Context: an optimization exercise on an open-source flow, tuned for small area. The choices shown serve that exercise and are no tape-out recipe. Only simulation tests tie the RTL to the original design; equivalence was not proved. Power figures rest on the tool's default switching activity, not on a simulated workload.

// fsmc_regs_top
module fsmc_regs_top (
    input  logic                      clk,
    input  logic                      rst_n,
    input  logic                      nadv,
    input  logic                      nwe,
    input  logic                      noe,
    input  logic [18-1:0] ad_bus,
    output logic [18-1:0] ad_drive,
    output logic                      ad_drive_en
);
Size in the first run: ~1400 cells after synthesis, roughly 1100 flip-flops, about 42 I/O pins, about 25000 sq um of cells after synthesis.
clock: 5.0 ns
lec_check: 0
cap_margin: 20
core_margin: 2
core_utilization: 75
slew_margin: 20
synth_hierarchical: 1
standard.sh (not shown) runs the stock make flow with config.mk's settings and CLKGATE_MAP_FILE= SYNTH_SCRIPT=/design/flow/synth_recipe.tcl, a recipe that flattens the netlist after the stock synthesis.
==> flow/flow/run.sh <==
#!/bin/bash
# The standard layout (standard.sh) with three changes:
#  - synthesis and repair may use only drive strength 1 logic cells (buffers, inverters,
#    flip-flops and clock cells are not restricted): extra_dont_use.txt is added to the
#    platform's don't-use list
#  - ports are buffered with buf_1
#  - clock tree: clkbuf_8 leaf clusters of up to 21 sinks within 80 um, no dummy loads
set -euo pipefail
PLAT=$(make -s -C "$FLOW_HOME" DESIGN_CONFIG="$FLOW_CONFIG" WORK_HOME="$PWD/orfs" print-DONT_USE_CELLS 2>/dev/null | sed -n 's/^DONT_USE_CELLS: //p')
export DU="$PLAT $(cat flow/extra_dont_use.txt)"
export BUFFER_PORTS_ARGS="-buffer_cell sky130_fd_sc_hd__buf_1"
export CTS_ARGS="-sink_clustering_enable -repair_clock_nets -sink_clustering_size 20 -sink_clustering_max_diameter 100 -buf_list sky130_fd_sc_hd__clkbuf_8 -dont_use_dummy_load"
sed 's|"\${@:-finish}"|"DONT_USE_CELLS=$DU" "${@:-finish}"|' standard.sh > standard_du.sh
grep -q 'DONT_USE_CELLS=\$DU' standard_du.sh
echo "$DU" > dont_use.log
bash standard_du.sh > standard.log 2>&1
Other scripts of this flow, unchanged in this note and not shown: flow/flow/extra_dont_use.txt
Next try:
--- a/flow/flow/run.sh
+++ b/flow/flow/run.sh
@@ -6,3 +6,3 @@
 #  - ports are buffered with buf_1
-#  - clock tree: clkbuf_8 leaf clusters of up to 21 sinks within 80 um, no dummy loads
+#  - clock tree: clkbuf_8 leaf clusters of up to 20 sinks within 100 um, no dummy loads
 set -euo pipefail
After rerunning: Setup slack does not change; synthesized area is unchanged; clock power barely changes; wire length is unchanged; critical path depth is unchanged; sequential power is about the same; clock skew is unchanged.
Next try:
--- a/flow/flow/run.sh
+++ b/flow/flow/run.sh
@@ -6,3 +6,3 @@
 #  - ports are buffered with buf_1
-#  - clock tree: clkbuf_8 leaf clusters of up to 20 sinks within 100 um, no dummy loads
+#  - clock tree: clkbuf_8 leaf clusters of up to 21 sinks within 80 um, no dummy loads
 set -euo pipefail
@@ -11,3 +11,3 @@
 export BUFFER_PORTS_ARGS="-buffer_cell sky130_fd_sc_hd__buf_1"
-export CTS_ARGS="-sink_clustering_enable -repair_clock_nets -sink_clustering_size 20 -sink_clustering_max_diameter 100 -buf_list sky130_fd_sc_hd__clkbuf_8 -dont_use_dummy_load"
+export CTS_ARGS="-sink_clustering_enable -repair_clock_nets -sink_clustering_size 21 -sink_clustering_max_diameter 80 -buf_list sky130_fd_sc_hd__clkbuf_8 -dont_use_dummy_load"
 sed 's|"\${@:-finish}"|"DONT_USE_CELLS=$DU" "${@:-finish}"|' standard.sh > standard_du.sh
Effect: The new run completed without violations; final cell count stays flat; worst hold slack is worse by 0.029 ns; setup slack gets worse by 0.0032 ns.
Next try:
--- a/flow/flow/run.sh
+++ b/flow/flow/run.sh
@@ -11,3 +11,3 @@
 export BUFFER_PORTS_ARGS="-buffer_cell sky130_fd_sc_hd__buf_1"
-export CTS_ARGS="-sink_clustering_enable -repair_clock_nets -sink_clustering_size 21 -sink_clustering_max_diameter 80 -buf_list sky130_fd_sc_hd__clkbuf_8 -dont_use_dummy_load"
+export CTS_ARGS="-sink_clustering_enable -repair_clock_nets -sink_clustering_size 21 -sink_clustering_max_diameter 60 -buf_list sky130_fd_sc_hd__clkbuf_8 -dont_use_dummy_load"
 sed 's|"\${@:-finish}"|"DONT_USE_CELLS=$DU" "${@:-finish}"|' standard.sh > standard_du.sh
Result: Clock skew is about the same; cell count hardly moves; maximum frequency rises slightly; flip-flop and latch count stays the same; count of clock-buffer cells in the layout is unchanged; wire length rises slightly; sequential share of layout area is about the same; combinational power hardly moves; global-route usage rises by 0.15 points; worst hold slack improves by 0.0045 ns.

== red ==
Another version of the RTL of fsmc_regs_top (not shown whole).
Size in the first run: ~1100 flip-flops, ~42 I/O pins.
export LEC_CHECK = 0
export CAP_MARGIN = 20
export CORE_MARGIN = 2
export CORE_UTILIZATION = 75
export SLEW_MARGIN = 20
export SYNTH_HIERARCHICAL = 1
create_clock -name core_clock -period 5.0 [get_ports {clk}]
==> flow/flow/run.sh <==
#!/bin/bash
# The standard layout (standard.sh) with three changes:
#  - synthesis and repair may use only drive strength 1 logic cells (buffers, inverters,
#    flip-flops and clock cells are not restricted): extra_dont_use.txt is added to the
#    platform's don't-use list
#  - ports are buffered with buf_1
#  - clock tree: clkbuf_8 leaf clusters of up to 22 sinks within 70 um, no dummy loads
set -euo pipefail
PLAT=$(make -s -C "$FLOW_HOME" DESIGN_CONFIG="$FLOW_CONFIG" WORK_HOME="$PWD/orfs" print-DONT_USE_CELLS 2>/dev/null | sed -n 's/^DONT_USE_CELLS: //p')
export DU="$PLAT $(cat flow/extra_dont_use.txt)"
export BUFFER_PORTS_ARGS="-buffer_cell sky130_fd_sc_hd__buf_1"
export CTS_ARGS="-sink_clustering_enable -repair_clock_nets -sink_clustering_size 22 -sink_clustering_max_diameter 70 -buf_list sky130_fd_sc_hd__clkbuf_8 -dont_use_dummy_load"
sed 's|"\${@:-finish}"|"DONT_USE_CELLS=$DU" "${@:-finish}"|' standard.sh > standard_du.sh
grep -q 'DONT_USE_CELLS=\$DU' standard_du.sh
echo "$DU" > dont_use.log
bash standard_du.sh > standard.log 2>&1
Other scripts of this flow, unchanged in this note and not shown: flow/flow/extra_dont_use.txt
### red -> blue
Settings: SLEW_MARGIN changed from 20 to 0; CAP_MARGIN changed from 20 to 0.
--- a/flow/flow/run.sh
+++ b/flow/flow/run.sh
@@ -7 +7 @@
-#  - clock tree: clkbuf_8 leaf clusters of up to 22 sinks within 70 um, no dummy loads
+#  - clock tree: clkbuf_8 leaf clusters of up to 20 sinks, no dummy loads
@@ -12 +12 @@
-export CTS_ARGS="-sink_clustering_enable -repair_clock_nets -sink_clustering_size 22 -sink_clustering_max_diameter 70 -buf_list sky130_fd_sc_hd__clkbuf_8 -dont_use_dummy_load"
+export CTS_ARGS="-sink_clustering_enable -repair_clock_nets -sink_clustering_size 20 -sink_clustering_max_diameter 100 -buf_list sky130_fd_sc_hd__clkbuf_8 -dont_use_dummy_load"
==> comparison <==
- blue: post-layout minimum cycle time is 0.0058 ns lower than what red reported.
- Re number of nets with antenna violations after routing: no difference whatsoever between red and blue.
- The area share of buffers outside the clock network on blue is in line with that on red.
- Delta (blue minus red): total iterations of the first detailed-routing run now sits lower, worst hold margin now sits higher.
- On wire length, blue and red are neck and neck.
- Re height of the die: no difference whatsoever between red and blue.
- Critical path's largest stage delay ended up 0.02 ns higher on blue than on red.
- Diff red -> blue | slew at the pin closest to its max-slew limit | increase of 0.026 ns
- | final standard cell area without fillers | red vs blue | ≈ equal |
[inputs] green vs blue
Settings: PLACE_DENSITY: unset -> 0.85; CAP_MARGIN: 0 -> 20; SLEW_MARGIN: 0 -> 20.
### Flow results
Side by side, global-route usage turned out higher in green than in blue. As far as vertical die dimension goes, blue and green are indistinguishable; the numbers are identical. From blue to green the numbers moved as follows: share of the cycle needed by the critical path after routing moved up; post-place setup slack moved down. Die area: green vs blue, no meaningful difference. Sum of internal, switching and leakage power went up slightly going from blue to green.

-- static timing again, ports no longer ideal --
How much do the figures lean on ideal ports? The routed layouts below were timed once more, with nothing changed but the port constraints.
Step 1 sets driving cells, clkbuf_16 on the clock port and buf_2 on the other inputs (assumed; they add their load-dependent delay and slew).
Step 2 moves the port delays by t, midway between the first and last clock arrival at a register: inputs arrive t later, outputs are due t later. That takes back most of the time a late clock gives input paths.
a / b / c = no drivers / after step 1 / after step 2; a / b = the first two.
| run | shift t [ns] | setup WS [ns] | worst setup path after step 2 | slew at the worst register clock pin (ns) |
|---|---|---|---|---|
| the first run of note 1 | 0.712 | 1.378 / 1.378 / 1.378 | register to register | 0.12 / 0.12 |
| the second run of note 1 | 0.712 | 1.378 / 1.378 / 1.378 | register to register | 0.12 / 0.12 |
| the third run of note 1 | 0.697 | 1.374 / 1.375 / 1.375 | register to register | 0.12 / 0.12 |
| the fourth run of note 1 | 0.696 | 1.400 / 1.400 / 1.400 | register to register | 0.12 / 0.12 |
| red | 0.681 | 2.116 / 2.116 / 2.116 | register to register | 0.12 / 0.12 |
| blue | 0.714 | 2.121 / 2.121 / 2.121 | register to register | 0.12 / 0.12 |
| green | 0.694 | 1.776 / 1.776 / 1.776 | register to register | 0.12 / 0.12 |
After both steps setup and hold are still met in every run listed.
